Source: an optimization exercise on an open RTL-to-GDS flow (aim: small area, a short achievable clock period and few clock cycles per item). Production flows keep margins and buffers that such runs may drop. The RTL was checked by simulation tests, not by an equivalence proof against the original design. Power figures rest on the tool's default switching activity, not on a simulated workload.

===== design/flow/design.v =====
package video_pipeline_pkg;
  typedef enum logic [2:0] {
    REQ_IDLE  = 3'b001,
    REQ_READ  = 3'b010,
    REQ_STORE = 3'b100
  } req_state_e;
  typedef enum logic [1:0] {
    RESP_IDLE,
    RESP_FETCH,
    RESP_EMIT
  } resp_state_e;
  function automatic integer chunknum_bits(input integer hactive_bits, input integer chunk_bits);
    chunknum_bits = hactive_bits - chunk_bits;
  endfunction
  function automatic integer request_bits(input integer vactive_bits, input integer hactive_bits, input integer chunk_bits);
    request_bits = vactive_bits + chunknum_bits(hactive_bits, chunk_bits);
  endfunction
endpackage
module SyncFifo #(
  parameter int WIDTH     = 8,
  parameter int ADDR_BITS = 6
) (
  input  logic             clk,
  input  logic             rst,
  input  logic             rst_now_i,
  input  logic             wr_en_i,
  input  logic [WIDTH-1:0] wr_data_i,
  input  logic             pend_i,
  input  logic             rd_en_i,
  output logic [WIDTH-1:0] head_o,
  output logic             empty_o,
  output logic             full_o
);
  localparam int KB = ADDR_BITS - 1;
  localparam int D  = 2**KB;
  localparam int CB = ADDR_BITS + 1;
  logic [WIDTH-1:0]     mem_q [2][D];
  logic [WIDTH-1:0]     pre_q [2];
  logic [D-1:0]         hot_q [2];       
  localparam int AB = 2;                 
  localparam int BB = KB - AB;
  logic                 wr_lo_q;         
  logic [2**AB-1:0]     wa_q;
  logic [2**BB-1:0]     wb_q;
  logic                 rd_lo_q;         
  logic [CB-1:0]        cnt_q, rcnt_q, cnt_inc, cnt_dec, rcnt_inc, rcnt_dec;
  logic                 wr_d1_q, empty_q, full_q;
  logic                 e62, e63, e64;
  assign head_o  = pre_q[rd_lo_q];
  assign empty_o = empty_q;
  assign full_o  = full_q;
  assign e62     = cnt_q == CB'(2**ADDR_BITS-2);
  assign e63     = cnt_q == CB'(2**ADDR_BITS-1);
  assign e64     = cnt_q == CB'(2**ADDR_BITS);
  always_comb begin
    logic ci, cd, ri, rd;
    ci = 1'b1; cd = 1'b1; ri = 1'b1; rd = 1'b1;
    for (int i = 0; i < CB; i++) begin
      cnt_inc[i]  = cnt_q[i] ^ ci;
      cnt_dec[i]  = cnt_q[i] ^ cd;
      rcnt_inc[i] = rcnt_q[i] ^ ri;
      rcnt_dec[i] = rcnt_q[i] ^ rd;
      ci = ci & cnt_q[i];
      cd = cd & !cnt_q[i];
      ri = ri & rcnt_q[i];
      rd = rd & !rcnt_q[i];
    end
  end
  always_ff @(posedge clk)
    for (int l = 0; l < 2; l++)
      for (int b = 0; b < 2**BB; b++)
        for (int a = 0; a < 2**AB; a++)
          if (wr_en_i && wr_lo_q == l[0] && wb_q[b] && wa_q[a]) mem_q[l][b*2**AB+a] <= wr_data_i;
  always_ff @(posedge clk)
    for (int l = 0; l < 2; l++) begin
      logic [WIDTH-1:0] v;
      v = '0;
      for (int j = 0; j < D; j++) v = v | (mem_q[l][j] & {WIDTH{hot_q[l][j]}});
      pre_q[l] <= v;
    end
  always_ff @(posedge clk)
    if (rst || rst_now_i) begin
      empty_q <= 1'b1;
      full_q  <= 1'b0;
    end else begin
      case ({wr_en_i, pend_i, rd_en_i})
        3'b000, 3'b101, 3'b011: full_q <= e64;
        3'b100, 3'b010:         full_q <= e63;
        3'b110:                 full_q <= e62;
        default:                full_q <= 1'b0;
      endcase
      case ({wr_d1_q, rd_en_i})
        2'b10:   empty_q <= 1'b0;
        2'b01:   empty_q <= rcnt_q == CB'(1);
        default: ;
      endcase
    end
  always_ff @(posedge clk)
    if (rst) begin
      wr_lo_q  <= 1'b0;
      wa_q     <= (2**AB)'(1);
      wb_q     <= (2**BB)'(1);
      rd_lo_q  <= 1'b0;
      hot_q[0] <= D'(1);
      hot_q[1] <= D'(1);
      cnt_q    <= '0;
      rcnt_q   <= '0;
      wr_d1_q  <= 1'b0;
    end else begin
      wr_d1_q <= wr_en_i;
      if (wr_en_i) begin
        wr_lo_q <= !wr_lo_q;
        if (wr_lo_q) begin
          wa_q <= {wa_q[2**AB-2:0], wa_q[2**AB-1]};
          if (wa_q[2**AB-1]) wb_q <= {wb_q[2**BB-2:0], wb_q[2**BB-1]};
        end
      end
      if (rd_en_i) begin
        rd_lo_q          <= !rd_lo_q;
        hot_q[rd_lo_q]   <= {hot_q[rd_lo_q][D-2:0], hot_q[rd_lo_q][D-1]};
      end
      case ({wr_en_i, rd_en_i})
        2'b10:   cnt_q <= cnt_inc;
        2'b01:   cnt_q <= cnt_dec;
        default: ;
      endcase
      case ({wr_d1_q, rd_en_i})
        2'b10:   rcnt_q <= rcnt_inc;
        2'b01:   rcnt_q <= rcnt_dec;
        default: ;
      endcase
    end
endmodule
module video_pad_crop_filter #(
  parameter int CHUNK_BITS         = 5,
  parameter int HACTIVE_BITS       = 11,
  parameter int VACTIVE_BITS       = 11,
  parameter int BITS_PER_PIXEL     = 16,
  parameter int REQ_FIFO_ADDR_BITS = HACTIVE_BITS - CHUNK_BITS,
  parameter int PIX_FIFO_ADDR_BITS = CHUNK_BITS + 1
) (
  input  logic                                        scalerClock,
  input  logic                                        reset,
  input  logic                                        bypass,
  input  logic [VACTIVE_BITS-1:0]                     padTopRows,
  input  logic [HACTIVE_BITS-CHUNK_BITS-1:0]          padLeftChunks,
  input  logic [VACTIVE_BITS-1:0]                     sourceRows,
  input  logic [HACTIVE_BITS-CHUNK_BITS-1:0]          sourceChunks,
  input  logic [BITS_PER_PIXEL-1:0]                   padColor,
  output logic                                        downstreamRequestFifoReadEnable,
  input  logic                                        downstreamRequestFifoEmpty,
  input  logic [VACTIVE_BITS+HACTIVE_BITS-CHUNK_BITS-1:0] downstreamRequestFifoReadData,
  output logic                                        downstreamResponseFifoWriteEnable,
  input  logic                                        downstreamResponseFifoFull,
  output logic [BITS_PER_PIXEL-1:0]                   downstreamResponseFifoWriteData,
  input  logic                                        upstreamRequestFifoReadEnable,
  output logic                                        upstreamRequestFifoEmpty,
  output logic [VACTIVE_BITS+HACTIVE_BITS-CHUNK_BITS-1:0] upstreamRequestFifoReadData,
  input  logic                                        upstreamResponseFifoWriteEnable,
  output logic                                        upstreamResponseFifoFull,
  input  logic [BITS_PER_PIXEL-1:0]                   upstreamResponseFifoWriteData
);
  localparam int CNB = HACTIVE_BITS - CHUNK_BITS;
  localparam int RB  = VACTIVE_BITS + CNB;
  localparam int QA  = REQ_FIFO_ADDR_BITS;
  localparam int BPP = BITS_PER_PIXEL;
  localparam int QN  = 2**QA;
  logic rst_q;
  always_ff @(posedge scalerClock) rst_q <= reset;
  logic                    rd_q, vld_q, cmp_q, st_q, busy_q, br_q, bc_q, win_q;
  logic [RB-1:0]           xl_q;
  logic [VACTIVE_BITS-1:0] in_row;
  logic [CNB-1:0]          in_chunk;
  logic [VACTIVE_BITS:0]   d_row;
  logic [CNB:0]            d_chunk;
  logic                    up_push, fl_push;
  logic                    u_full, f_full_q;
  assign {in_row, in_chunk} = downstreamRequestFifoReadData;
  assign d_row   = {1'b0, in_row} - {1'b0, padTopRows};
  assign d_chunk = {1'b0, in_chunk} - {1'b0, padLeftChunks};
  assign up_push = st_q && win_q;
  assign fl_push = st_q;
  assign downstreamRequestFifoReadEnable = rd_q;
  always_ff @(posedge scalerClock)
    if (reset) rd_q <= 1'b0;
    else       rd_q <= !rst_q && !busy_q && !downstreamRequestFifoEmpty && !u_full && !f_full_q;
  always_ff @(posedge scalerClock)
    if (rst_q) begin
      vld_q  <= 1'b0;
      cmp_q  <= 1'b0;
      st_q   <= 1'b0;
      busy_q <= 1'b0;
    end else begin
      vld_q  <= rd_q;
      cmp_q  <= vld_q;
      st_q   <= cmp_q;
      busy_q <= busy_q ? !st_q : !downstreamRequestFifoEmpty && !u_full && !f_full_q;
    end
  always_ff @(posedge scalerClock) begin
    if (vld_q) begin
      xl_q <= bypass ? downstreamRequestFifoReadData : {d_row[VACTIVE_BITS-1:0], d_chunk[CNB-1:0]};
      br_q <= d_row[VACTIVE_BITS];
      bc_q <= d_chunk[CNB];
    end
    if (cmp_q)
      win_q <= bypass || (!br_q && !bc_q &&
                          xl_q[RB-1:CNB] < sourceRows && xl_q[CNB-1:0] < sourceChunks);
  end
  logic          u_pop, u_empty;
  logic [RB-1:0] u_head, u_rd_q;
  assign u_pop = upstreamRequestFifoReadEnable && !u_empty;
  assign upstreamRequestFifoEmpty    = u_empty;
  assign upstreamRequestFifoReadData = u_rd_q;
  SyncFifo #(.WIDTH(RB), .ADDR_BITS(QA)) u_up_req (
    .clk(scalerClock), .rst(rst_q), .rst_now_i(reset),
    .wr_en_i(up_push), .wr_data_i(xl_q), .pend_i(1'b0),
    .rd_en_i(u_pop), .head_o(u_head),
    .empty_o(u_empty), .full_o(u_full)
  );
  always_ff @(posedge scalerClock) u_rd_q <= u_head;
  logic [QN-1:0] fmem;
  logic [QA-1:0] f_wp, f_rp;
  logic [QA:0]   f_cnt, f_inc, f_dec;
  logic          f_pop, f_empty_q, f_head_q, f_rdy_q;
  always_comb begin
    logic ci, cd;
    ci = 1'b1; cd = 1'b1;
    for (int i = 0; i <= QA; i++) begin
      f_inc[i] = f_cnt[i] ^ ci;
      f_dec[i] = f_cnt[i] ^ cd;
      ci = ci & f_cnt[i];
      cd = cd & !f_cnt[i];
    end
  end
  always_ff @(posedge scalerClock) begin
    if (fl_push) fmem[f_wp] <= win_q;
    f_head_q <= fmem[f_rp];
  end
  always_ff @(posedge scalerClock)
    if (rst_q) begin
      f_wp      <= '0;
      f_rp      <= '0;
      f_cnt     <= '0;
      f_empty_q <= 1'b1;
      f_full_q  <= 1'b0;
      f_rdy_q   <= 1'b0;
    end else begin
      if (fl_push) f_wp <= f_wp + QA'(1);
      if (f_pop)   f_rp <= f_rp + QA'(1);
      f_rdy_q <= !f_empty_q && !f_pop;
      case ({fl_push, f_pop})
        2'b10: begin
          f_cnt     <= f_inc;
          f_empty_q <= 1'b0;
          f_full_q  <= f_cnt == (QA+1)'(QN-1);
        end
        2'b01: begin
          f_cnt     <= f_dec;
          f_empty_q <= f_cnt == (QA+1)'(1);
          f_full_q  <= 1'b0;
        end
        default: ;
      endcase
    end
  logic           p_acc, pin_v_q, p_pop, p_empty, p_full;
  logic [BPP-1:0] pin_d_q, p_head;
  assign p_acc = upstreamResponseFifoWriteEnable && !p_full;
  assign upstreamResponseFifoFull = p_full || reset;
  always_ff @(posedge scalerClock) begin
    if (rst_q) pin_v_q <= 1'b0;
    else       pin_v_q <= p_acc;
    pin_d_q <= upstreamResponseFifoWriteData;
  end
  SyncFifo #(.WIDTH(BPP), .ADDR_BITS(PIX_FIFO_ADDR_BITS)) u_pix (
    .clk(scalerClock), .rst(rst_q), .rst_now_i(reset),
    .wr_en_i(pin_v_q), .wr_data_i(pin_d_q), .pend_i(p_acc),
    .rd_en_i(p_pop), .head_o(p_head),
    .empty_o(p_empty), .full_o(p_full)
  );
  logic                  cur_v, cur_pad, i31_q, adv, issue, nxt;
  logic [CHUNK_BITS-1:0] idx;
  logic                  ov_q, dsf_q;
  logic [BPP-1:0]        wd_q;
  assign adv   = !ov_q || !dsf_q;
  assign issue = adv && cur_v && (cur_pad || !p_empty) && !rst_q;
  assign nxt   = !cur_v || (issue && i31_q);
  assign f_pop = nxt && f_rdy_q;
  assign p_pop = issue && !cur_pad;
  assign downstreamResponseFifoWriteEnable = ov_q && !dsf_q;
  assign downstreamResponseFifoWriteData   = wd_q;
  always_ff @(posedge scalerClock) begin
    dsf_q <= downstreamResponseFifoFull;
    if (reset)    ov_q <= 1'b0;
    else if (adv) ov_q <= issue;
    if (issue) wd_q <= cur_pad ? padColor : p_head;
  end
  always_ff @(posedge scalerClock)
    if (rst_q) begin
      cur_v   <= 1'b0;
      cur_pad <= 1'b0;
      idx     <= '0;
      i31_q   <= 1'b0;
    end else begin
      if (nxt) begin
        cur_v   <= f_rdy_q;
        cur_pad <= !f_head_q;
      end
      if (issue) begin
        idx   <= idx + CHUNK_BITS'(1);
        i31_q <= idx == CHUNK_BITS'(2**CHUNK_BITS-2);
      end
    end
endmodule

===== design/flow/flow/run.sh =====
#!/bin/bash
# Layout flow: the standard ORFS flow (standard.sh) with one change: the reset and
# upstreamResponseFifoFull ports, joined by a combinational path, are placed side by side.
set -euo pipefail
here=$(pwd)
bash standard.sh synth > synth.log 2>&1
bash standard.sh IO_CONSTRAINTS="$here/flow/io.tcl" finish > layout.log 2>&1

===== design/flow/flow/io.tcl =====
# reset -> upstreamResponseFifoFull is a combinational path: keep the two ports side by side
set_io_pin_constraint -group -order -pin_names {reset upstreamResponseFifoFull}

===== design/flow/standard.sh =====
#!/bin/bash
# synth_recipe.tcl (not shown) runs the flow's synth.tcl, then flattens the netlist and writes it again
# the make line also repeats each setting of config.mk as NAME=value (left out here)
make -C /OpenROAD-flow-scripts/flow DESIGN_CONFIG=/design/flow/config.mk WORK_HOME=/design/flow/orfs CLKGATE_MAP_FILE= SYNTH_SCRIPT=/design/flow/synth_recipe.tcl "${@:-finish}"

===== design/flow/config.mk =====
export PLATFORM = sky130hd
export DESIGN_NAME = video_pad_crop_filter
export DESIGN_NICKNAME = video_pad_crop_filter
export VERILOG_FILES = /design/flow/design.v
export SDC_FILE = /design/flow/constraint.sdc
export NUM_CORES = 4
export LEC_CHECK = 0
export CAP_MARGIN = 20
export CORE_MARGIN = 2
export CORE_UTILIZATION = 40
export CTS_CLUSTER_DIAMETER = 100
export CTS_CLUSTER_SIZE = 30
export SETUP_SLACK_MARGIN = 2.5
export SLEW_MARGIN = 20

===== design/flow/constraint.sdc =====
create_clock -name core_clock -period 5.0 [get_ports {scalerClock}]
set_input_delay 1.0000 -clock core_clock [delete_from_list [all_inputs] [get_ports {scalerClock}]]
set_output_delay 1.0000 -clock core_clock [all_outputs]
set_load 0.01 [all_outputs]

==> flow_summary.ini, run 1 <==
[synthesis]
synthTopCellsByArea = edfxtp_1 (75%), a22oi_1 (6.4%), dfxtp_1 (4.4%)
syn_nets = 5597
synth_top_cell_by_area = edfxtp_1
yosysSeqAreaShare_pct = 79.60
synth-edff-count = 2340
async_flop_share_pct = 0
synth_seq_cells = 2543
yosys_warnings = 7
synth.top_cell.area_share_pct = 75.25
avgSynthCellArea_um2 = 17.11
syn_inst = 5459
synth_ff_type = edfxtp_1
syn_area_mm2 = 0.09338
ys_types = 64

[min_path]
hp-class = reg2reg

[route]
drt_first_iter_violations = 7725
drtAntennaViolNets = 0
wl_per_cell_um = 34.29
firstDrtPassIters = 6
vias = 55000
via_per_inst = 6.240
drcViolationCount = 0
wl_mm = 302.3

[final_layout]
stdcell_area_mm2 = 0.1036
finish.net_count = 5822
layout-drive-gt1-share_pct = 12.28
syn2layout_area_growth_pct = 11.00
fillers = 19840

[die]
fp.dieW_um = 487.2
rows = 177
pin_count = 127
die_h_um = 487.2
initial_core_util_pct = 40.20
dieArea_mm2 = 0.2373
core-area_mm2 = 0.2323

[worst_setup_path]
cp-end-kind = output pin
cp.required_ns = 4.00
critPathKind = reg2out
critPathLaunchType = register
cp_max_fo = 3
arrival_ns = 1.60

[global_routing]
grt_usage_pct = 24.73
antenna_found_initial = 17
grt_start_max_net_pins = 71
grt_pass1_wl_mm = 412.6
gr-total-overflow = 0
grt_pass1_vias = 51790

[power]
p_int_uw = 27650
peakVddDrop_mv = 0.3902
swShare_pct = 21.75
p_clk_share_pct = 30.5
p_sw_uw = 7686
power.density_mw_per_mm2 = 340.9
leakage_uw = 0.03246
power_frac_comb_pct = 3.7
power_frac_seq_pct = 65.7

[placed_design]
io_buffers = 126
post_dp_cell_area_mm2 = 0.09930
routabilityCongestion = 0.8588
dpl.hpwl_mm = 177.3

[cts]
clkSinkCount = 2543
cts_htree_levels = 3
cts_buffers = 101
cts_hold_buf = 0
clock_latency_ns = 0.83
cts.clk_slew.worst_paths_ns = 0.11
cts_tree = done
clockBufferDepth = 3
cts_root_buf = clkbuf_16

[timing]
setup_viol = 0
setup_tns_ns = 0
rsz0062_at_grt = true
relSlewSlack_pct = 16.76
tightest_slew_ns = 1.249
fmax_ghz = 0.3851
final.setup_skew_ns = 0.06425
fin_crit_ns = 2.596
final.period_utilization_pct = 51.93
finalHoldViolCount = 0
slew_viol_final = 0

[flow_run]
max_cap_violations = 0

[run_status]
outcome = no timing/DRC/antenna violations
-- per-stage QoR --
stage | setup slack [ns] | hold WS (ns) | power, uW | instances | util, %
floorplan | 2.142 | 0.3822 | 24260 | 5459 | -
global placement | 1.268 | 0.4180 | 24920 | 8533 | 42.72
detailed placement | 1.292 | 0.4194 | 24940 | 8535 | 42.74
CTS | 2.279 | 0.3924 | 35340 | 8761 | 44.36
global route | 2.346 | 0.3978 | 36100 | 8812 | 44.61
finish | 2.404 | 0.4166 | 35340 | 8815 | 44.62
-- logic make-up after synthesis --
family,after synthesis,synth area share [%]
compound gates,1325,10.48
xor+xnor,59,0.5534
fa+ha+maj,48,0.6592
buf+inv,420,1.711
flops,2543,79.60
mux,140,1.774
simple gates,924,5.226
-- worst paths after layout --
path	from	to	slack, ns	cells past startpoint
worst max-delay path	ov_q	downstreamResponseFifoWriteEnable	2.40	2
worst min-delay path	busy_q	rd_q	0.42	1
worst max register to register	ov_q	u_pix.rcnt_q[6]	2.43	13
worst min register to register	busy_q	rd_q	0.42	1
-- flip-flops by register name, indices dropped and copies added, names as in the netlist, 8 cells and up, named ones only --
register	cells
u_up_req.mem_q	1088
u_pix.mem_q	1024
fmem	64
u_pix.hot_q	64
u_up_req.hot_q	64
u_up_req.pre_q	34
u_pix.pre_q	32
u_rd_q	17
xl_q	17
pin_d_q	16
wd_q	16
u_pix.wb_q	8
u_up_req.wb_q	8
-- per-layer routing --
metal / global-route usage (%) / wire length [um] / vias to the layer above
met2: 39.89 / 142300 / 3325
met1: 32.12 / 111200 / 28620
li1: - / - / 22460
met4: 12.57 / 18610 / 6
met5: 0 / 45 / -
met3: 4.459 / 30160 / 591
-- cells in the mapped netlist, types with 8 or more instances --
| master | number |
|---|---|
| nand4_1 | 145 |
| and2_1 | 52 |
| clkbuf_1 | 302 |
| xor2_1 | 25 |
| a221oi_1 | 135 |
| nand2b_1 | 13 |
| o21a_1 | 9 |
| dfxtp_1 | 203 |
| a211oi_1 | 9 |
| mux2_2 | 31 |
| and3_1 | 79 |
| or4_1 | 67 |
| a22o_1 | 132 |
| buf_2 | 10 |
| or3_1 | 23 |
| nor2_1 | 217 |
| a22oi_1 | 793 |
| inv_1 | 64 |
| nand2_1 | 110 |
| nor2b_1 | 15 |
| mux4_2 | 17 |
| xnor2_1 | 34 |
| ha_1 | 46 |
| nor3_1 | 21 |
| o21ai_1 | 9 |
| mux2i_1 | 89 |
| a21o_1 | 8 |
| nand3_1 | 152 |
| buf_1 | 40 |
| edfxtp_1 | 2340 |
| a21oi_1 | 65 |
| o21ai_0 | 135 |
-- power by group through the flow --
stage                     Combinational [uW]  Sequential (uW)  Clock, uW
after detailed placement                1180            23800          0
after CTS                               1240            23200      10900
after global placement                  1160            23800          0
after floorplan                          557            23700          0
final                                   1310            23200      10800
after global routing                    1360            23200      11500
-- what timing repair did --
action                     in CTS  in global routing
resized for setup             170                 67
pin swaps                       8                 23
cloned                          5                  0
setup endpoints to repair     506                278
setup buffers                  35                 47
-- area by class of cell --
type | count | area (um^2) | area share [%]
diodes | 5 | 12.51 | 0.01207
inverters | 66 | 281.5 | 0.2716
repair buffers | 471 | 3951 | 3.812
clock buffers | 165 | 2833 | 2.733
multi-input cells | 2500 | 17990 | 17.35
clock inverters | 21 | 376.6 | 0.3634
flip-flops and latches | 2543 | 74390 | 71.77
well taps | 3043 | 3807 | 3.673
repair inverters | 1 | 8.758 | 0.008450
-- layout by cell type, fill, tap and decap left out, types with 21 or more instances in the layout --
| cell | count |
|---|---|
| a21oi_1 | 60 |
| a221oi_1 | 132 |
| a22o_1 | 132 |
| a22oi_1 | 793 |
| and2_1 | 34 |
| and3_1 | 50 |
| and3_2 | 27 |
| buf_4 | 327 |
| clkbuf_1 | 60 |
| clkbuf_16 | 104 |
| clkdlybuf4s50_1 | 83 |
| dfxtp_1 | 170 |
| dfxtp_2 | 26 |
| edfxtp_1 | 2340 |
| ha_1 | 38 |
| inv_1 | 54 |
| mux2_2 | 31 |
| mux2i_1 | 89 |
| nand2_1 | 104 |
| nand3_1 | 150 |
| nand4_1 | 145 |
| nor2_1 | 214 |
| nor3_1 | 21 |
| o21ai_0 | 131 |
| or4_1 | 66 |
| xnor2_1 | 32 |
| xor2_1 | 22 |
-- worst max-delay path: stages, from the launching register on --
cell     delay, ns
dfxtp_2       0.36
nor2b_4       0.29
buf_6         0.15
Testbench counts, summed over its fixed seeds: cycles 37,036, pixels 36,864.
==> run 2: changes to the inputs <==
--- a/design/flow/design.v
+++ b/design/flow/design.v
@@ -25,6 +25,7 @@
   input  logic             rst_now_i,
   input  logic             wr_en_i,
   input  logic [WIDTH-1:0] wr_data_i,
+  input  logic             commit_i,
   input  logic             pend_i,
   input  logic             rd_en_i,
   output logic [WIDTH-1:0] head_o,
@@ -34,37 +35,33 @@
   localparam int KB = ADDR_BITS - 1;
   localparam int D  = 2**KB;
   localparam int CB = ADDR_BITS + 1;
+  localparam int AB = 2;                 
+  localparam int BB = KB - AB;
   logic [WIDTH-1:0]     mem_q [2][D];
   logic [WIDTH-1:0]     pre_q [2];
   logic [D-1:0]         hot_q [2];       
-  localparam int AB = 2;                 
-  localparam int BB = KB - AB;
   logic                 wr_lo_q;         
   logic [2**AB-1:0]     wa_q;
   logic [2**BB-1:0]     wb_q;
   logic                 rd_lo_q;         
-  logic [CB-1:0]        cnt_q, rcnt_q, cnt_inc, cnt_dec, rcnt_inc, rcnt_dec;
-  logic                 wr_d1_q, empty_q, full_q;
-  logic                 e62, e63, e64;
+  logic [CB-1:0]        cnt_q, rcnt_q, cnt_nx, rcnt_nx;
+  logic                 cm_d1_q, rd_d1_q, empty_q, full_q;
   assign head_o  = pre_q[rd_lo_q];
   assign empty_o = empty_q;
   assign full_o  = full_q;
-  assign e62     = cnt_q == CB'(2**ADDR_BITS-2);
-  assign e63     = cnt_q == CB'(2**ADDR_BITS-1);
-  assign e64     = cnt_q == CB'(2**ADDR_BITS);
+  assign cnt_nx  = cnt_q + CB'(cm_d1_q) - CB'(rd_d1_q);
+  assign rcnt_nx = rcnt_q + CB'(cm_d1_q) - CB'(rd_d1_q);
+  logic [3:0] c_is;
+  logic [1:0] r_is;
   always_comb begin
-    logic ci, cd, ri, rd;
-    ci = 1'b1; cd = 1'b1; ri = 1'b1; rd = 1'b1;
-    for (int i = 0; i < CB; i++) begin
-      cnt_inc[i]  = cnt_q[i] ^ ci;
-      cnt_dec[i]  = cnt_q[i] ^ cd;
-      rcnt_inc[i] = rcnt_q[i] ^ ri;
-      rcnt_dec[i] = rcnt_q[i] ^ rd;
-      ci = ci & cnt_q[i];
-      cd = cd & !cnt_q[i];
-      ri = ri & rcnt_q[i];
-      rd = rd & !rcnt_q[i];
-    end
+    logic up, dn;
+    up = cm_d1_q && !rd_d1_q;
+    dn = rd_d1_q && !cm_d1_q;
+    for (int i = 0; i < 4; i++)
+      c_is[i] = up ? cnt_q == CB'(2**ADDR_BITS-3+i) :
+                dn ? cnt_q == CB'(2**ADDR_BITS-1+i) : cnt_q == CB'(2**ADDR_BITS-2+i);
+    r_is[0] = up ? 1'b0 : dn ? rcnt_q == CB'(1) : rcnt_q == CB'(0);
+    r_is[1] = up ? rcnt_q == CB'(0) : dn ? rcnt_q == CB'(2) : rcnt_q == CB'(1);
   end
   always_ff @(posedge clk)
     for (int l = 0; l < 2; l++)
@@ -83,17 +80,13 @@
       empty_q <= 1'b1;
       full_q  <= 1'b0;
     end else begin
-      case ({wr_en_i, pend_i, rd_en_i})
-        3'b000, 3'b101, 3'b011: full_q <= e64;
-        3'b100, 3'b010:         full_q <= e63;
-        3'b110:                 full_q <= e62;
-        default:                full_q <= 1'b0;
-      endcase
-      case ({wr_d1_q, rd_en_i})
-        2'b10:   empty_q <= 1'b0;
-        2'b01:   empty_q <= rcnt_q == CB'(1);
-        default: ;
+      case ({commit_i, pend_i, rd_en_i})
+        3'b110:                 full_q <= c_is[0];
+        3'b100, 3'b010, 3'b111: full_q <= c_is[1];
+        3'b001:                 full_q <= c_is[3];
+        default:                full_q <= c_is[2];
       endcase
+      empty_q <= rd_en_i ? r_is[1] : r_is[0];
     end
   always_ff @(posedge clk)
     if (rst) begin
@@ -105,10 +98,12 @@
       hot_q[1] <= D'(1);
       cnt_q    <= '0;
       rcnt_q   <= '0;
-      wr_d1_q  <= 1'b0;
+      cm_d1_q  <= 1'b0;
+      rd_d1_q  <= 1'b0;
     end else begin
-      wr_d1_q <= wr_en_i;
-      if (wr_en_i) begin
+      cm_d1_q <= commit_i;
+      rd_d1_q <= rd_en_i;
+      if (commit_i) begin
         wr_lo_q <= !wr_lo_q;
         if (wr_lo_q) begin
           wa_q <= {wa_q[2**AB-2:0], wa_q[2**AB-1]};
@@ -117,18 +112,10 @@
       end
       if (rd_en_i) begin
         rd_lo_q          <= !rd_lo_q;
-        hot_q[rd_lo_q]   <= {hot_q[rd_lo_q][D-2:0], hot_q[rd_lo_q][D-1]};
+        hot_q[rd_lo_q] <= {hot_q[rd_lo_q][D-2:0], hot_q[rd_lo_q][D-1]};
       end
-      case ({wr_en_i, rd_en_i})
-        2'b10:   cnt_q <= cnt_inc;
-        2'b01:   cnt_q <= cnt_dec;
-        default: ;
-      endcase
-      case ({wr_d1_q, rd_en_i})
-        2'b10:   rcnt_q <= rcnt_inc;
-        2'b01:   rcnt_q <= rcnt_dec;
-        default: ;
-      endcase
+      cnt_q  <= cnt_nx;
+      rcnt_q <= rcnt_nx;
     end
 endmodule
 module video_pad_crop_filter #(
@@ -213,7 +200,7 @@
   assign upstreamRequestFifoReadData = u_rd_q;
   SyncFifo #(.WIDTH(RB), .ADDR_BITS(QA)) u_up_req (
     .clk(scalerClock), .rst(rst_q), .rst_now_i(reset),
-    .wr_en_i(up_push), .wr_data_i(xl_q), .pend_i(1'b0),
+    .wr_en_i(cmp_q), .wr_data_i(xl_q), .commit_i(up_push), .pend_i(1'b0),
     .rd_en_i(u_pop), .head_o(u_head),
     .empty_o(u_empty), .full_o(u_full)
   );
@@ -273,7 +260,7 @@
   end
   SyncFifo #(.WIDTH(BPP), .ADDR_BITS(PIX_FIFO_ADDR_BITS)) u_pix (
     .clk(scalerClock), .rst(rst_q), .rst_now_i(reset),
-    .wr_en_i(pin_v_q), .wr_data_i(pin_d_q), .pend_i(p_acc),
+    .wr_en_i(pin_v_q), .wr_data_i(pin_d_q), .commit_i(pin_v_q), .pend_i(p_acc),
     .rd_en_i(p_pop), .head_o(p_head),
     .empty_o(p_empty), .full_o(p_full)
   );
==> design/flow/run.sh (new file) <==
#!/bin/bash
# synth_recipe.tcl (not shown) runs the flow's synth.tcl, then flattens the netlist and writes it again
# the make line also repeats each setting of config.mk as NAME=value (left out here)
make -C /OpenROAD-flow-scripts/flow DESIGN_CONFIG=/design/flow/config.mk WORK_HOME=/design/flow/orfs CLKGATE_MAP_FILE= SYNTH_SCRIPT=/design/flow/synth_recipe.tcl finish
removed: design/flow/flow/run.sh
removed: design/flow/flow/io.tcl
removed: design/flow/standard.sh
==> flow_summary.ini, run 2 <==
[run_status]
outcome = no timing/DRC/antenna violations

[final_layout]
biggestRegsByFlops = u_up_req.mem_q: 1088 flops, u_pix.mem_q: 1024 flops
regMostFlops = u_up_req.mem_q
final_cell_mix = edfxtp_1 (2340), a22oi_1 (793), buf_4 (318), nor2_1 (201), dfxtp_1 (171)
largest_reg_flops = 1088
syn2layout_area_growth_pct = 10.53
post-route-util_pct = 44.33
final_common_cell = edfxtp_1
finish.net_count = 5914
layout-drive-gt1-share_pct = 10.96

[worst_setup_path]
startpoint = wd_q[0]
cp.required_ns = 4.00
crit_end = downstreamResponseFifoWriteData[0]
critPathLaunchType = register
rr_endpoint = u_pix.pre_q[1][14]
critPathTopFamily = flip-flops
critPathKind = reg2out
worstSetupPathDepth = 1
rrSetupSlack_ns = 2.46
crit_path_max_incr_delay_ns = 0.61
r2r_start = u_pix.hot_q[1][10]
crit_chain = buf_2
critical_path_buf_inv_count = 1
ff2ff_path_depth = 5
cp-end-kind = output pin
cp_max_fo = 1
critical_path.slowest_cell = edfxtp_1
arrival_ns = 1.61

[placed_design]
post-place-ws_ns = 1.412
routabilityCongestion = 0.8400
io_buffers = 126
dpl.hpwl_mm = 170.9

[cts]
clockBufferDepth = 3
cts_htree_levels = 3
cts_root_buf = clkbuf_16
cts.clk_slew.worst_paths_ns = 0.11
cts_buffers = 97
cts_tree = done
clkSinkCount = 2545
clock_latency_ns = 0.81

[synthesis]
synthSimpleGateAreaFrac_pct = 5.162
synth_seq_cells = 2545
yosysSeqAreaShare_pct = 79.00
avgSynthCellArea_um2 = 17.05
synth_top_family_by_area = compound AO/OA/AOI/OAI gates
ys_types = 68
syn_inst = 5522
synthAdderAreaFrac_pct = 1.231
synth_ff_type = edfxtp_1
synth_commonest_cells = edfxtp_1 (2340), a22oi_1 (793), clkbuf_1 (296)
synthMostInstantiatedCell = edfxtp_1
syn_area_mm2 = 0.09414
synth.top_cell.area_share_pct = 74.64
yosys_warnings = 7
async_flop_share_pct = 0
syn_nets = 5701
synth-edff-count = 2340
synth_top_cell_by_area = edfxtp_1
synthTopCellsByArea = edfxtp_1 (75%), a22oi_1 (6.3%), dfxtp_1 (4.4%)
synth-compound-area-share_pct = 10.48
synthMuxAreaShare_pct = 1.789
synth_xor_area_share_pct = 0.5489

[global_routing]
grt_start_max_net_pins = 66
grt_usage_pct = 24.38
gr-total-overflow = 0
antenna_found_initial = 14
grt_pass1_vias = 52040
grt_pass1_wl_mm = 410.3

[timing]
fmax_ghz = 0.3835
slew_viol_final = 0
fin_crit_ns = 2.607
fin_ws_ns = 2.393
relSlewSlack_pct = 21.01
final.period_utilization_pct = 52.14
finalHoldViolCount = 0
rsz0062_at_grt = true
final.setup_skew_ns = 0.05689
tightest_slew_ns = 1.185
setup_viol = 0
setup_tns_ns = 0

[power]
leakage_uw = 0.03271
power.density_mw_per_mm2 = 345.1
peakVddDrop_mv = 0.2732

[die]
dieArea_mm2 = 0.2393
pin_count = 127
initial_core_util_pct = 40.11
core-area_mm2 = 0.2347
rows = 178
fp.dieW_um = 489.1
die_h_um = 489.1

[min_path]
hp-class = reg2reg

[route]
drtAntennaViolNets = 0
via_per_inst = 6.180
firstDrtPassIters = 6
wl_per_cell_um = 33.44
wl_mm = 300.1
drcViolationCount = 0
vias = 55470
drt_first_iter_violations = 8611

[flow_run]
max_cap_violations = 0
==> run 2: cell count changes in the layout (fill, tap and decap cells not counted), sizes merged, moves of 6 or more <==
cell,delta
inv,+30
ha,+37
nand2,-7
clkdlybuf4s15,+6
and2,+8
diode,+9
or3,-12
nand2b,+12
a21oi,-6
buf,-23
nor2,-15
==> run 2: cells by family (layout without fill, tap and decap cells) <==
logic type / count (synthesis) / count (layout)
flops: 2545 / 2545
simple gates: 907 / 912
compound gates: 1334 / 1334
buf+inv: 444 / 729
mux: 144 / 144
other cells: 0 / 14
fa+ha+maj: 89 / 89
xor+xnor: 59 / 59
==> run 2: timing repair <==
| action | CTS | global route |
|---|---|---|
| pin swaps | 8 | 14 |
| setup buffers | 32 | 28 |
| hold buffers | 0 | 0 |
| endpoints found under the setup margin | 412 | 186 |
| cloned | 2 | 4 |
| resized for setup | 124 | 57 |
==> run 2: final cells by class <==
type	instances	area, um^2
multi-input combinational	2538	18540
clock inverter	15	186.4
inverter	96	377.9
fill	20460	130700
sequential	2545	74450
timing repair buffer	457	3837
antenna	14	35.03
tap	3150	3941
clock buffer	161	2699
==> run 2: how the worst min path moves through the flow <==
stage	from	to	slack, ns	depth (start not counted)
floorplan	f_head_q	cur_pad	0.39	1
global placement	busy_q	rd_q	0.41	1
detailed placement	busy_q	rd_q	0.43	1
CTS	reset	rst_q	0.38	1
global route	reset	rst_q	0.39	1
finish	busy_q	rd_q	0.43	1
==> run 2: routing by layer <==
metal / up-vias / global-route usage [%] / share of wire [%]
li1: 22640 / - / -
met4: 4 / 7.510 / 3.5
met3: 476 / 4.649 / 11
met1: 28830 / 33.02 / 38
met2: 3515 / 39.88 / 48
met5: - / 0 / 0.0083
==> run 2: stage by stage <==
step,hold WS (ns),instance area [um^2],instances,total power (uW)
finish,0.4299,104100,8976,35910
global route,0.3857,104000,8970,36800
global placement,0.4120,100200,8718,25960
CTS,0.3807,103600,8930,35900
detailed placement,0.4250,100200,8720,26000
floorplan,0.3898,94230,5522,25060
==> run 2: power breakdown <==
part,leakage (uW),total (uW),internal (uW),switching [uW]
Clock,0.00138,10300,3830,6440
Sequential,0.0229,23400,23200,204
Combinational,0.00846,2200,765,1440
Testbench counts of run 2, summed over its fixed seeds: cycles 37,036, pixels 36,864.
==> run 3: changes to the inputs <==
--- a/design/flow/config.mk
+++ b/design/flow/config.mk
@@ -9,6 +9,6 @@
 export CORE_MARGIN = 2
 export CORE_UTILIZATION = 40
 export CTS_CLUSTER_DIAMETER = 100
-export CTS_CLUSTER_SIZE = 30
+export CTS_CLUSTER_SIZE = 26
 export SETUP_SLACK_MARGIN = 2.5
 export SLEW_MARGIN = 20
==> flow_summary.ini, run 3 <==
[synthesis]
ys_types = 68
synth_top_cell_by_area = edfxtp_1
syn_area_mm2 = 0.09414
synth_seq_cells = 2545
syn_inst = 5522
synth-edff-count = 2340
synthTopCellsByArea = edfxtp_1 (75%), a22oi_1 (6.3%), dfxtp_1 (4.4%)
synth_ff_type = edfxtp_1
async_flop_share_pct = 0
avgSynthCellArea_um2 = 17.05
synthMostInstantiatedCell = edfxtp_1
synth_commonest_cells = edfxtp_1 (2340), a22oi_1 (793), clkbuf_1 (296)
synth.top_cell.area_share_pct = 74.64
syn_nets = 5701
yosysSeqAreaShare_pct = 79.00
yosys_warnings = 7

[die]
die_h_um = 489.1
dieArea_mm2 = 0.2393
core-area_mm2 = 0.2347
rows = 178
initial_core_util_pct = 40.11
fp.dieW_um = 489.1
pin_count = 127

[cts]
clock_latency_ns = 0.83
cts_buffers = 110
clockBufferDepth = 3
clkSinkCount = 2545
cts_tree = done
cts_htree_levels = 3
cts_root_buf = clkbuf_16
cts.clk_slew.worst_paths_ns = 0.10

[global_routing]
antenna_found_initial = 17
grt_pass1_vias = 52100
grt_usage_pct = 24.44
gr-total-overflow = 0
grt_pass1_wl_mm = 410.9
grt_start_max_net_pins = 66

[route]
drt_first_iter_violations = 8651
vias = 55660
via_per_inst = 6.195
drtAntennaViolNets = 0
drcViolationCount = 0
wl_per_cell_um = 33.44
firstDrtPassIters = 8
wl_mm = 300.4

[final_layout]
largest_reg_flops = 1088
syn2layout_area_growth_pct = 10.78
regMostFlops = u_up_req.mem_q
layout-drive-gt1-share_pct = 11.00
finish.net_count = 5913
fillers = 20450
biggestRegsByFlops = u_up_req.mem_q: 1088 flops, u_pix.mem_q: 1024 flops
final_cell_mix = edfxtp_1 (2340), a22oi_1 (793), buf_4 (305), nor2_1 (201), dfxtp_1 (171)
final_common_cell = edfxtp_1

[worst_setup_path]
crit_path_max_incr_delay_ns = 0.65
critical_path_buf_inv_count = 1
cp-end-kind = output pin
r2r_start = u_up_req.hot_q[1][10]
cp_max_fo = 5
crit_chain = buf_2
critical_path.slowest_cell = edfxtp_1
cp.required_ns = 4.00
critPathTopFamily = flip-flops
critPathKind = reg2out
critPathLaunchType = register
startpoint = wd_q[0]
arrival_ns = 1.68

[timing]
tightest_slew_ns = 1.177
final.period_utilization_pct = 53.56
fmax_ghz = 0.3734
fin_ws_ns = 2.322
setup_tns_ns = 0
slew_viol_final = 0
fin_crit_ns = 2.678
setup_viol = 0
final.setup_skew_ns = 0.04192
rsz0062_at_grt = true
finalHoldViolCount = 0
relSlewSlack_pct = 21.52

[run_status]
outcome = no timing/DRC/antenna violations

[power]
peakVddDrop_mv = 0.3023
power_frac_seq_pct = 64.0
p_int_uw = 28380
power_frac_comb_pct = 6.0
power.density_mw_per_mm2 = 351.0
p_sw_uw = 8229
swShare_pct = 22.48
leakage_uw = 0.03280
p_clk_share_pct = 30.0

[placed_design]
routabilityCongestion = 0.8400
io_buffers = 126
dpl.hpwl_mm = 170.9
post-place-ws_ns = 1.412

[min_path]
hp-class = in2reg
min-delay-start = reset

[flow_run]
max_cap_violations = 0
==> run 3: routing by layer <==
layer / wire, um / share of wire [%] / vias up / global-route usage (%)
met2: 143700 / 48 / 3379 / 39.80
met5: 53 / 0.018 / - / 0
met3: 30980 / 10 / 490 / 4.784
met1: 114700 / 38 / 29130 / 33.04
met4: 11010 / 3.7 / 8 / 7.846
li1: - / - / 22650 / -
==> run 3: power by group through the flow <==
| stage | registers (uW) | clock network [uW] | logic (uW) |
|---|---|---|---|
| floorplan | 23900 | 0 | 1200 |
| global placement | 24000 | 0 | 2000 |
| detailed placement | 24000 | 0 | 2040 |
| CTS | 23500 | 11000 | 2110 |
| global route | 23500 | 11700 | 2340 |
| finish | 23400 | 11000 | 2190 |
==> run 3: cell type report <==
type	instances	area (um^2)	share of cell area [%]
Multi-Input combinational cell	2536	18480	17.72
Clock buffer	189	3102	2.974
Sequential cell	2545	74440	71.38
Tap cell	3150	3941	3.779
Antenna cell	9	22.52	0.02159
Clock inverter	14	200.2	0.1919
Timing Repair Buffer	445	3729	3.575
Inverter	96	377.9	0.3623
==> run 3: cell families after synthesis <==
family                   share of synthesized area [%]
buffers and inverters                            1.793
multiplexers                                     1.789
AO/OA/AOI/OAI                                    10.48
XOR/XNOR                                        0.5489
flip-flops                                       79.00
AND/OR/NAND/NOR                                  5.162
adder cells (fa/ha/maj)                          1.231
==> run 3: what timing repair did <==
item,in CTS,in global routing
hold buffers,0,0
pin swaps,7,14
gates cloned,1,3
buffers inserted,25,22
resized for setup,134,51
setup endpoints to repair,435,181
==> run 3: metrics by stage <==
stage / utilization [%] / hold WS (ns) / power (uW) / area, um^2 / cells
4_1_cts: 44.27 / 0.3583 / 36590 / 103900 / 8949
2_1_floorplan: - / 0.3898 / 25060 / 94230 / 5522
3_3_place_gp: 42.67 / 0.4120 / 25960 / 100200 / 8718
5_1_grt: 44.43 / 0.3601 / 37510 / 104300 / 8982
6_report: 44.43 / 0.4010 / 36600 / 104300 / 8984
3_5_place_dp: 42.69 / 0.4250 / 26000 / 100200 / 8720
==> run 3: worst paths after layout <==
check                                                          end  slack, ns  cells past startpoint
worst max-delay path            downstreamResponseFifoWriteData[0]       2.32                      1
worst min-delay path                                         rst_q       0.40                      1
worst max register to register                u_up_req.pre_q[1][3]       2.46                      4
worst min register to register                                rd_q       0.43                      1
==> run 4: changes to the inputs <==
--- a/design/flow/config.mk
+++ b/design/flow/config.mk
@@ -7,8 +7,9 @@
 export LEC_CHECK = 0
 export CAP_MARGIN = 20
 export CORE_MARGIN = 2
-export CORE_UTILIZATION = 40
+export CORE_UTILIZATION = 60
 export CTS_CLUSTER_DIAMETER = 100
 export CTS_CLUSTER_SIZE = 26
+export PLACE_DENSITY = 0.72
 export SETUP_SLACK_MARGIN = 2.5
 export SLEW_MARGIN = 20
==> flow_summary.ini, run 4 <==
[run_status]
outcome = no timing/DRC/antenna violations

[cts]
clkSinkCount = 2545
clockBufferDepth = 3
cts.clk_slew.worst_paths_ns = 0.10
cts_root_buf = clkbuf_16
cts_buffers = 108
cts_htree_levels = 3
clock_latency_ns = 0.79
cts_tree = done
cts_hold_buf = 0

[timing]
tightest_slew_ns = 1.228
relSlewSlack_pct = 18.15
fin_crit_ns = 2.584
fin_ws_ns = 2.416
setup_viol = 0
setup_tns_ns = 0
rsz0062_at_grt = true
finalHoldViolCount = 0
slew_viol_final = 0
fmax_ghz = 0.3870
final.setup_skew_ns = 0.03286
final.period_utilization_pct = 51.67

[final_layout]
stdcell_area_mm2 = 0.1030
biggestRegsByFlops = u_up_req.mem_q: 1088 flops, u_pix.mem_q: 1024 flops
layout-drive-gt1-share_pct = 10.72
regMostFlops = u_up_req.mem_q
finish.net_count = 5914
largest_reg_flops = 1088
syn2layout_area_growth_pct = 9.450
post-route-util_pct = 66.04
final_common_cell = edfxtp_1
final_cell_mix = edfxtp_1 (2340), a22oi_1 (793), buf_4 (297), nor2_1 (200), dfxtp_1 (168)
fillers = 10370

[synthesis]
yosysSeqAreaShare_pct = 79.00
synthMostInstantiatedCell = edfxtp_1
synthTopCellsByArea = edfxtp_1 (75%), a22oi_1 (6.3%), dfxtp_1 (4.4%)
syn_nets = 5701
ys_types = 68
synth-edff-count = 2340
synth_commonest_cells = edfxtp_1 (2340), a22oi_1 (793), clkbuf_1 (296)
yosys_warnings = 7
synth_ff_type = edfxtp_1
avgSynthCellArea_um2 = 17.05
syn_area_mm2 = 0.09414
synth_seq_cells = 2545
synth_top_cell_by_area = edfxtp_1
syn_inst = 5522
async_flop_share_pct = 0
synth.top_cell.area_share_pct = 74.64

[worst_setup_path]
critical_path_buf_inv_count = 1
cp_max_fo = 2
critical_path.slowest_cell = dfxtp_2
critPathTopFamily = flip-flops
arrival_ns = 1.58
critPathKind = reg2out
cp-end-kind = output pin
rrSetupSlack_ns = 2.48
crit_path_max_incr_delay_ns = 0.34
critPathLaunchType = register
cp.required_ns = 4.00
crit_chain = nor2b_4, buf_6

[route]
via_per_inst = 7.199
vias = 56850
firstDrtPassIters = 8
drt_first_iter_violations = 10330
wl_per_cell_um = 36.96
drtAntennaViolNets = 0
drcViolationCount = 0
wl_mm = 291.9

[die]
pin_count = 127
rows = 145
die_h_um = 400.1
fp.dieW_um = 400.1
initial_core_util_pct = 60.34
dieArea_mm2 = 0.1601
core-area_mm2 = 0.1560

[placed_design]
post_dp_cell_area_mm2 = 0.09883
post-place-ws_ns = 1.315
dpl.hpwl_mm = 169.7
routabilityCongestion = 0.8915
io_buffers = 126

[power]
leakage_uw = 0.03280
power.density_mw_per_mm2 = 352.1
peakVddDrop_mv = 0.3018

[global_routing]
grt_util_met1_pct = 48.95
groute.layer.met3.usage_pct = 11.58
antenna_found_initial = 19
grt_pass1_vias = 52830
gr-total-overflow = 0
met2_usage_pct = 54.78
grt_pass1_wl_mm = 400.2
grt_usage_pct = 36.06
globalRoute.busiestLayer = met2
grt_start_max_net_pins = 66

[min_path]
hp-class = in2reg

[flow_run]
max_cap_violations = 0
## run 4: cell counts after synthesis
Identical to the previous run, type by type.
## run 4: worst paths after layout
check,start,to,depth (start not counted)
worst max-delay path,ov_q,downstreamResponseFifoWriteEnable,2
worst min-delay path,reset,rst_q,1
worst max register to register,xl_q[8],win_q,5
worst min register to register,busy_q,rd_q,1
## run 4: cell families (layout without fill, tap and decap cells)
logic type / after synthesis / in the layout / share of synthesized area (%)
flip-flops: 2545 / 2545 / 79.00
AO/OA/AOI/OAI: 1334 / 1334 / 10.48
AND/OR/NAND/NOR: 907 / 913 / 5.162
buffers and inverters: 444 / 746 / 1.793
multiplexers: 144 / 144 / 1.789
adder cells (fa/ha/maj): 89 / 89 / 1.231
XOR/XNOR: 59 / 59 / 0.5489
other: 0 / 9 / 0
## run 4: timing repair
action / in CTS / in global routing
setup buffers: 19 / 28
resized for setup: 125 / 69
endpoints found under the setup margin: 296 / 252
gates cloned: 6 / 0
pin swaps: 9 / 19
## run 4: final cells by class
class                   count  area, um^2  share of cell area, %
flip-flops and latches   2545       74450                  72.25
multi-input cells        2539       18540                  17.99
repair buffers            445        3872                  3.758
clock buffers             196        3064                  2.974
well taps                2058        2575                  2.499
inverters                  96       382.9                 0.3716
clock inverters             9       136.4                 0.1324
diodes                      9       22.52                0.02186
## run 4: power breakdown
group	total [uW]	leakage (uW)	switching (uW)	internal, uW
registers	23500	0.0229	253	23200
clock network	10600	0.00151	6370	4240
logic	2190	0.00842	1420	768
## run 4: per-layer routing
| layer | vias to the layer above | part of all wire, % |
|---|---|---|
| met3 | 800 | 15 |
| met2 | 4964 | 45 |
| met4 | 14 | 4.9 |
| li1 | 22660 | - |
| met5 | - | 0.046 |
| met1 | 28410 | 35 |
## run 4: per-stage QoR
stage | hold WS, ns | instances | power (uW)
6_report | 0.4311 | 7897 | 36280
5_1_grt | 0.3993 | 7890 | 37060
4_1_cts | 0.3751 | 7857 | 36140
3_5_place_dp | 0.4458 | 7627 | 25990
3_3_place_gp | 0.4233 | 7623 | 25930
2_1_floorplan | 0.3898 | 5522 | 25060
==> run 5: changes to the inputs <==
--- a/design/flow/config.mk
+++ b/design/flow/config.mk
@@ -7,9 +7,9 @@
 export LEC_CHECK = 0
 export CAP_MARGIN = 20
 export CORE_MARGIN = 2
-export CORE_UTILIZATION = 60
+export CORE_UTILIZATION = 45
 export CTS_CLUSTER_DIAMETER = 100
 export CTS_CLUSTER_SIZE = 26
-export PLACE_DENSITY = 0.72
+export PLACE_DENSITY = 0.62
 export SETUP_SLACK_MARGIN = 2.5
 export SLEW_MARGIN = 20
==> flow_summary.ini, run 5 <==
[worst_setup_path]
arrival_ns = 1.59
r2r_start = u_pix.hot_q[0][7]
critPathLaunchType = register
critical_path_buf_inv_count = 1
crit_chain = buf_2
rrSetupSlack_ns = 2.45
critical_path.slowest_cell = edfxtp_1
cp-end-kind = output pin
cp_max_fo = 1
cp.required_ns = 4.00
critPathKind = reg2out
worstSetupPathDepth = 1
crit_path_max_incr_delay_ns = 0.56
rr_endpoint = u_pix.pre_q[0][0]
ff2ff_path_depth = 5
critPathTopFamily = flip-flops

[global_routing]
grt_pass1_vias = 52560
antenna_found_initial = 16
grt_start_max_net_pins = 86
grt_usage_pct = 26.99
gr-total-overflow = 0
grt_pass1_wl_mm = 403.3

[synthesis]
yosys_warnings = 7
ys_types = 68
syn_area_mm2 = 0.09414
synth.top_cell.area_share_pct = 74.64
synth_ff_type = edfxtp_1
synthMostInstantiatedCell = edfxtp_1
synth_commonest_cells = edfxtp_1 (2340), a22oi_1 (793), clkbuf_1 (296)
synth-edff-count = 2340
synth_top_cell_by_area = edfxtp_1
avgSynthCellArea_um2 = 17.05
async_flop_share_pct = 0
syn_inst = 5522
synthTopCellsByArea = edfxtp_1 (75%), a22oi_1 (6.3%), dfxtp_1 (4.4%)
yosysSeqAreaShare_pct = 79.00
syn_nets = 5701
synth_seq_cells = 2545

[final_layout]
regMostFlops = u_up_req.mem_q
stdcell_count = 8624
syn2layout_area_growth_pct = 10.33
final_cell_mix = edfxtp_1 (2340), a22oi_1 (793), buf_4 (304), nor2_1 (200), dfxtp_1 (170)
layout-drive-gt1-share_pct = 10.87
biggestRegsByFlops = u_up_req.mem_q: 1088 flops, u_pix.mem_q: 1024 flops
largest_reg_flops = 1088
finish.net_count = 5917
final_common_cell = edfxtp_1

[route]
drtAntennaViolNets = 0
vias = 55490
drt_first_iter_violations = 8422
via_per_inst = 6.434
wl_mm = 293.6
drcViolationCount = 0
firstDrtPassIters = 6
wl_per_cell_um = 34.05

[timing]
setup_tns_ns = 0
slew_viol_final = 0
relSlewSlack_pct = 15.94
rsz0062_at_grt = true
hold_ws_ns = 0.4314
fmax_ghz = 0.3864
fin_crit_ns = 2.588
finalHoldViolCount = 0
setup_viol = 0
final.period_utilization_pct = 51.77
final.setup_skew_ns = 0.03823
tightest_slew_ns = 1.261

[die]
rows = 167
initial_core_util_pct = 45.37
fp.dieW_um = 461.4
pin_count = 127
die_h_um = 461.4
core-area_mm2 = 0.2075
dieArea_mm2 = 0.2129

[placed_design]
io_buffers = 126
dp.cells = 8359
dpl.hpwl_mm = 167.5
routabilityCongestion = 0.8441

[min_path]
hp-class = reg2reg
min_to = rd_q
min-delay-start = busy_q
hold_depth = 1

[power]
totalPowerFinal_uw = 36550
leakage_uw = 0.03284
peakVddDrop_mv = 0.3184
power.density_mw_per_mm2 = 351.9

[run_status]
outcome = no timing/DRC/antenna violations

[cts]
cts_root_buf = clkbuf_16
cts_buffers = 110
cts_tree = done
clock_latency_ns = 0.81
cts_htree_levels = 3
cts.clk_slew.worst_paths_ns = 0.10
clkSinkCount = 2545
clockBufferDepth = 3

[flow_run]
max_cap_violations = 0
run 5: cell counts after synthesis:
Identical to the previous run, type by type.
run 5: metal layers:
metal	part of all wire, %	up-vias	track usage (%)
li1	-	22670	-
met1	37	28760	36.11
met2	48	3542	44.24
met3	11	513	5.599
met4	3.6	6	8.631
met5	0.015	-	0
run 5: timing repair:
action,in CTS,in global routing
resized for setup,137,58
hold buffers,0,0
setup endpoints to repair,348,175
pin swaps,2,19
buffers inserted,20,26
cloned,5,2
run 5: cells by family (layout without fill, tap and decap cells):
group                      count (synthesis)  in the layout  synth area share [%]
AOI/OAI and AO/OA                       1334           1334                 10.48
xor gates and xnor gates                  59             59                0.5489
adders and majority gates                 89             89                 1.231
buffers and inverters                    444            750                 1.793
DFF                                     2545           2545                 79.00
muxes                                    144            144                 1.789
other                                      0              1                     0
and+or+nand+nor                          907            914                 5.162
run 5: where the power goes:
part	total, uW	switching [uW]	internal, uW
registers	23400	196	23200
clock network	10900	6510	4430
logic	2180	1420	764
run 5: layout make-up:
class / instances / area (um^2)
fillers: 16890 / 103600
flip-flops and latches: 2545 / 74440
multi-input cells: 2540 / 18500
repair buffers: 445 / 3729
well taps: 2788 / 3488
clock buffers: 201 / 3211
inverters: 96 / 372.9
clock inverters: 8 / 121.4
diodes: 1 / 2.502
run 5: worst max-delay path by stage:
stage / from / end / slack (ns)
4_1_cts: u_pix.full_q / upstreamResponseFifoFull / 2.26
5_1_grt: wd_q[14] / downstreamResponseFifoWriteData[14] / 2.35
3_3_place_gp: upstreamRequestFifoReadEnable / u_up_req.hot_q[1][22] / 1.43
3_5_place_dp: upstreamRequestFifoReadEnable / u_up_req.hot_q[1][23] / 1.40
6_report: wd_q[14] / downstreamResponseFifoWriteData[14] / 2.41
2_1_floorplan: downstreamRequestFifoReadData[6] / xl_q[16] / 2.30
run 5: stage by stage:
| stage | util [%] | worst slack, ns | cell area, um^2 |
|---|---|---|---|
| after global placement | 48.05 | 1.425 | 99710 |
| after global routing | 50.06 | 2.355 | 103900 |
| after CTS | 49.88 | 2.256 | 103500 |
| after floorplan | - | 2.299 | 94230 |
| final | 50.06 | 2.412 | 103900 |
| after detailed placement | 48.08 | 1.405 | 99750 |
==> run 6: changes to the inputs <==
--- a/design/flow/config.mk
+++ b/design/flow/config.mk
@@ -7,9 +7,9 @@
 export LEC_CHECK = 0
 export CAP_MARGIN = 20
 export CORE_MARGIN = 2
-export CORE_UTILIZATION = 45
+export CORE_UTILIZATION = 50
 export CTS_CLUSTER_DIAMETER = 100
 export CTS_CLUSTER_SIZE = 26
-export PLACE_DENSITY = 0.62
+export PLACE_DENSITY = 0.65
 export SETUP_SLACK_MARGIN = 2.5
 export SLEW_MARGIN = 20
==> flow_summary.ini, run 6 <==
[run_status]
outcome = no timing/DRC/antenna violations

[power]
power.density_mw_per_mm2 = 350.6
leakage_uw = 0.03283
peakVddDrop_mv = 0.3026

[worst_setup_path]
crit_path_max_incr_delay_ns = 0.58
cp-end-kind = output pin
critical_path.slowest_cell = edfxtp_1
crit_chain = buf_6
critical_path_buf_inv_count = 1
cp.required_ns = 4.00
critPathTopFamily = flip-flops
arrival_ns = 1.58
critPathKind = reg2out
cp_max_fo = 1
critPathLaunchType = register

[placed_design]
post-place-ws_ns = 1.370
routabilityCongestion = 0.8665
dpl.hpwl_mm = 164.7
io_buffers = 126

[global_routing]
grt_usage_pct = 29.37
grt_pass1_wl_mm = 398.1
grt_start_max_net_pins = 72
grt_pass1_vias = 52330
gr-total-overflow = 0
antenna_found_initial = 9

[final_layout]
post-route-util_pct = 55.26
regMostFlops = u_up_req.mem_q
final_cell_mix = edfxtp_1 (2340), a22oi_1 (793), buf_4 (301), nor2_1 (201), dfxtp_1 (169)
layout-drive-gt1-share_pct = 10.99
finish.net_count = 5917
largest_reg_flops = 1088
biggestRegsByFlops = u_up_req.mem_q: 1088 flops, u_pix.mem_q: 1024 flops
final_common_cell = edfxtp_1
fillers = 14650
syn2layout_area_growth_pct = 9.998

[timing]
setup_viol = 0
slew_viol_final = 0
rsz0062_at_grt = true
relSlewSlack_pct = 18.63
final.setup_skew_ns = 0.04817
fmax_ghz = 0.3869
hold_ws_ns = 0.3641
fin_crit_ns = 2.585
tightest_slew_ns = 1.221
fin_ws_ns = 2.415
setup_tns_ns = 0
finalHoldViolCount = 0
final.period_utilization_pct = 51.70

[die]
dieArea_mm2 = 0.1918
die_h_um = 437.9
core-area_mm2 = 0.1874
fp.dieW_um = 437.9
rows = 159
pin_count = 127
initial_core_util_pct = 50.24

[synthesis]
synth-edff-count = 2340
synth_commonest_cells = edfxtp_1 (2340), a22oi_1 (793), clkbuf_1 (296)
syn_nets = 5701
yosysSeqAreaShare_pct = 79.00
yosys_warnings = 7
syn_area_mm2 = 0.09414
synthTopCellsByArea = edfxtp_1 (75%), a22oi_1 (6.3%), dfxtp_1 (4.4%)
avgSynthCellArea_um2 = 17.05
synth.top_cell.area_share_pct = 74.64
synth_ff_type = edfxtp_1
synth_seq_cells = 2545
ys_types = 68
async_flop_share_pct = 0
synthMostInstantiatedCell = edfxtp_1
syn_inst = 5522
synth_top_cell_by_area = edfxtp_1

[route]
drt_first_iter_violations = 8903
drcViolationCount = 0
wl_mm = 288.3
vias = 55500
drtAntennaViolNets = 0
firstDrtPassIters = 8
via_per_inst = 6.667
wl_per_cell_um = 34.63

[cts]
cts.clk_slew.worst_paths_ns = 0.11
cts_root_buf = clkbuf_16
cts_htree_levels = 3
cts_tree = done
clkSinkCount = 2545
clockBufferDepth = 3
cts_buffers = 109
clock_latency_ns = 0.83

[min_path]
hp-class = in2reg

[flow_run]
max_cap_violations = 0
run 6: what timing repair did:
| action | in CTS | in global routing |
|---|---|---|
| hold buffers | 0 | 0 |
| resized for setup | 143 | 70 |
| pin swaps | 2 | 15 |
| setup endpoints to repair | 377 | 243 |
| cloned | 5 | 4 |
| setup buffers | 28 | 29 |
run 6: cells by family after synthesis:
logic type / share of synthesized area (%)
buffers and inverters: 1.793
XOR/XNOR: 0.5489
AND/OR/NAND/NOR: 5.162
flip-flops: 79.00
multiplexers: 1.789
adder cells (fa/ha/maj): 1.231
AO/OA/AOI/OAI: 10.48
run 6: worst reg2reg max path: stages (launching register included):
cell	delay [ns]
edfxtp_1	0.46
buf_4	0.25
a22o_1	0.27
a221oi_1	0.24
nand3_1	0.33
or4_1	0.77
run 6: metrics by stage:
| stage | std cells | power [uW] | cell area (um^2) |
|---|---|---|---|
| finish | 8325 | 36310 | 103600 |
| global route | 8320 | 37170 | 103500 |
| CTS | 8283 | 36250 | 103100 |
| detailed placement | 8055 | 25960 | 99320 |
| global placement | 8052 | 25910 | 99260 |
| floorplan | 5522 | 25060 | 94230 |
run 6: path summary, 6_finish.rpt:
check                          start                             endpoint  slack [ns]  cells past startpoint
setup reg to reg  u_pix.hot_q[0][30]                   u_pix.pre_q[0][11]        2.50                      5
hold reg to reg               busy_q                                 rd_q        0.42                      1
setup / recovery            wd_q[15]  downstreamResponseFifoWriteData[15]        2.42                      1
hold / removal                 reset                                rst_q        0.36                      1
run 6: routing by layer:
| metal | global-route usage (%) | vias to the layer above | wire length, um |
|---|---|---|---|
| met5 | 0 | - | 0 |
| met4 | 11.20 | 0 | 12270 |
| met3 | 5.067 | 538 | 31550 |
| met2 | 48.38 | 3680 | 139700 |
| met1 | 39.24 | 28640 | 104800 |
| li1 | - | 22650 | - |
run 6: layout make-up:
cell class | instances | area [um^2] | share of cell area [%]
antenna | 8 | 20.02 | 0.01933
clock buffer | 183 | 3037 | 2.932
clock inverter | 12 | 172.7 | 0.1667
inverter | 96 | 376.6 | 0.3637
multi-input combinational | 2540 | 18540 | 17.90
sequential | 2545 | 74440 | 71.89
tap | 2495 | 3122 | 3.015
timing repair buffer | 446 | 3847 | 3.715
run 6: where the power goes:
part           leakage (uW)  switching, uW  internal [uW]
logic               0.00843           1420            763
registers            0.0229            190          23200
clock network       0.00153           6470           4240
total                0.0328           8070          28200
==> run 7: changes to the inputs <==
--- a/design/flow/config.mk
+++ b/design/flow/config.mk
@@ -11,5 +11,5 @@
 export CTS_CLUSTER_DIAMETER = 100
 export CTS_CLUSTER_SIZE = 26
 export PLACE_DENSITY = 0.65
-export SETUP_SLACK_MARGIN = 2.5
+export SETUP_SLACK_MARGIN = 2.6
 export SLEW_MARGIN = 20
==> flow_summary.ini, run 7 <==
[final_layout]
largest_reg_flops = 1088
fillers = 14530
syn2layout_area_growth_pct = 9.908
finish.net_count = 5929
biggestRegsByFlops = u_up_req.mem_q: 1088 flops, u_pix.mem_q: 1024 flops
layout-drive-gt1-share_pct = 11.78
stdcell_area_mm2 = 0.1035
final_common_cell = edfxtp_1
final_cell_mix = edfxtp_1 (2340), a22oi_1 (793), buf_4 (323), nor2_1 (200), dfxtp_1 (163)
regMostFlops = u_up_req.mem_q

[die]
fp.dieW_um = 437.9
rows = 159
pin_count = 127
core-area_mm2 = 0.1874
dieArea_mm2 = 0.1918
die_h_um = 437.9
initial_core_util_pct = 50.24

[worst_setup_path]
rr_endpoint = u_up_req.pre_q[0][3]
cp.required_ns = 4.00
rrSetupSlack_ns = 2.59
cp_max_fo = 2
ff2ff_path_depth = 4
r2r_start = u_up_req.hot_q[0][13]
critPathLaunchType = register
arrival_ns = 1.56
critPathKind = reg2out
cp-end-kind = output pin

[route]
firstDrtPassIters = 9
drcViolationCount = 0
via_per_inst = 6.660
wl_per_cell_um = 34.49
vias = 55570
drtAntennaViolNets = 0
drt_first_iter_violations = 8842
wl_mm = 287.8

[timing]
setup_viol = 0
fin_crit_ns = 2.561
finalHoldViolCount = 0
fin_ws_ns = 2.439
fmax_ghz = 0.3905
final.period_utilization_pct = 51.22
relSlewSlack_pct = 24.60
final.setup_skew_ns = 0.07865
rsz0062_at_grt = true
tightest_slew_ns = 1.131
slew_viol_final = 0
setup_tns_ns = 0

[cts]
clockBufferDepth = 3
cts_htree_levels = 3
clkSinkCount = 2545
cts_buffers = 109
cts.clk_slew.worst_paths_ns = 0.11
clock_latency_ns = 0.84
cts_root_buf = clkbuf_16
cts_tree = done

[synthesis]
synth_ff_type = edfxtp_1
synth_top_cell_by_area = edfxtp_1
yosysSeqAreaShare_pct = 79.00
synthMostInstantiatedCell = edfxtp_1
yosys_warnings = 7
syn_area_mm2 = 0.09414
synth.top_cell.area_share_pct = 74.64
synth-edff-count = 2340
synth_seq_cells = 2545
synth_commonest_cells = edfxtp_1 (2340), a22oi_1 (793), clkbuf_1 (296)
async_flop_share_pct = 0
avgSynthCellArea_um2 = 17.05
synthTopCellsByArea = edfxtp_1 (75%), a22oi_1 (6.3%), dfxtp_1 (4.4%)
syn_inst = 5522
ys_types = 68
syn_nets = 5701

[global_routing]
grt_pass1_wl_mm = 396.9
grt_start_max_net_pins = 71
grt_pass1_vias = 52720
gr-total-overflow = 0
antenna_found_initial = 13
grt_usage_pct = 29.34

[min_path]
hold_depth = 1
min-delay-start = reset
min_to = rst_q
hp-class = in2reg

[run_status]
outcome = no timing/DRC/antenna violations

[flow_run]
max_cap_violations = 0

[placed_design]
post-place-ws_ns = 1.482
io_buffers = 126
post_dp_cell_area_mm2 = 0.09941
dpl.hpwl_mm = 163.0
routabilityCongestion = 0.8670

[power]
peakVddDrop_mv = 0.3143
leakage_uw = 0.03284
power.density_mw_per_mm2 = 351.6
totalPowerFinal_uw = 36390
run 7: cell families after synthesis:
| family | synth area share (%) |
|---|---|
| adders and majority gates | 1.231 |
| and+or+nand+nor | 5.162 |
| AOI/OAI and AO/OA | 10.48 |
| DFF | 79.00 |
| muxes | 1.789 |
| buffers and inverters | 1.793 |
| xor gates and xnor gates | 0.5489 |
run 7: worst max-delay path, cell delays in order, from the launching register on:
cell	delay, ns
dfxtp_4	0.39
or2_4	0.23
buf_6	0.12
run 7: worst max-delay path by stage:
stage	from	endpoint	slack (ns)	cells after the start
after global routing	u_pix.full_q	upstreamResponseFifoFull	2.39	2
after CTS	u_pix.full_q	upstreamResponseFifoFull	2.38	2
final	u_pix.full_q	upstreamResponseFifoFull	2.44	2
after global placement	downstreamRequestFifoReadData[6]	xl_q[16]	1.49	10
after detailed placement	downstreamRequestFifoReadData[6]	xl_q[16]	1.48	10
after floorplan	downstreamRequestFifoReadData[6]	xl_q[16]	2.30	9
run 7: routing by layer:
metal  wire, um  vias to the layer above  global-route usage [%]
li1           -                    22680                       -
met1     102300                    28380                   38.22
met4      16610                        8                   14.15
met5         53                        -                       0
met3      29930                      688                   4.399
met2     138900                     3816                   48.56
run 7: repair_timing:
item / in CTS / in global routing
pin swaps: 12 / 22
setup endpoints to repair: 389 / 168
hold buffers: 0 / 0
setup buffers: 41 / 23
gates cloned: 1 / 1
gates resized for setup: 220 / 70
run 7: layout make-up:
| class | count | area, um^2 | share of cell area [%] |
|---|---|---|---|
| Sequential cell | 2545 | 74470 | 71.97 |
| Multi-Input combinational cell | 2535 | 18500 | 17.88 |
| Timing Repair Buffer | 463 | 3729 | 3.603 |
| Tap cell | 2495 | 3122 | 3.017 |
| Clock buffer | 197 | 3058 | 2.955 |
| Inverter | 96 | 380.4 | 0.3676 |
| Clock inverter | 11 | 212.7 | 0.2056 |
| Antenna cell | 2 | 5.005 | 0.004837 |
run 7: power by group:
| part | internal (uW) | total (uW) | switching, uW | leakage (uW) |
|---|---|---|---|---|
| Combinational | 772 | 2180 | 1410 | 0.00843 |
| Clock | 4260 | 10800 | 6510 | 0.00154 |
| Sequential | 23200 | 23400 | 208 | 0.0229 |
run 7: per-stage QoR:
step / hold WS (ns) / util [%] / std cells
after global routing: 0.3120 / 55.21 / 8343
after floorplan: 0.3897 / - / 5522
after CTS: 0.3934 / 54.99 / 8318
final: 0.3410 / 55.21 / 8344
after detailed placement: 0.4044 / 53.05 / 8068
after global placement: 0.4040 / 53.03 / 8066

port drivers added, routing unchanged:
The results above use ideal ports. As a check the final layouts listed here were re-extracted and re-timed, cells and wires unchanged. Step 1: set_driving_cell puts a clkbuf_16 on scalerClock and a buf_2 on each other input, an assumption about the parent block. Step 2 moves the port delays by t, midway between the first and last clock arrival at a register: inputs arrive t later, outputs are due t later. That takes back most of the time a late clock gives input paths. a / b / c = ideal / step 1 / step 2; a / b = the first two.
run | shift t [ns] | setup slack, ns | cell pins on the clock port's net
run 1 | 0.900 | 2.404 / 2.305 / 1.752 | 1
run 2 | 0.869 | 2.393 / 2.309 / 1.710 | 1
run 3 | 0.891 | 2.322 / 2.239 / 1.699 | 1
run 4 | 0.863 | 2.416 / 2.330 / 1.726 | 1
run 5 | 0.877 | 2.412 / 2.328 / 1.699 | 1
run 6 | 0.881 | 2.415 / 2.331 / 1.726 | 1
run 7 | 0.891 | 2.439 / 2.351 / 1.818 | 1
After both steps setup and hold are still met in every run listed. For run 5, which loses most, drivers alone change the setup slack by -0.084 ns; drivers and shift together by -0.713 ns.
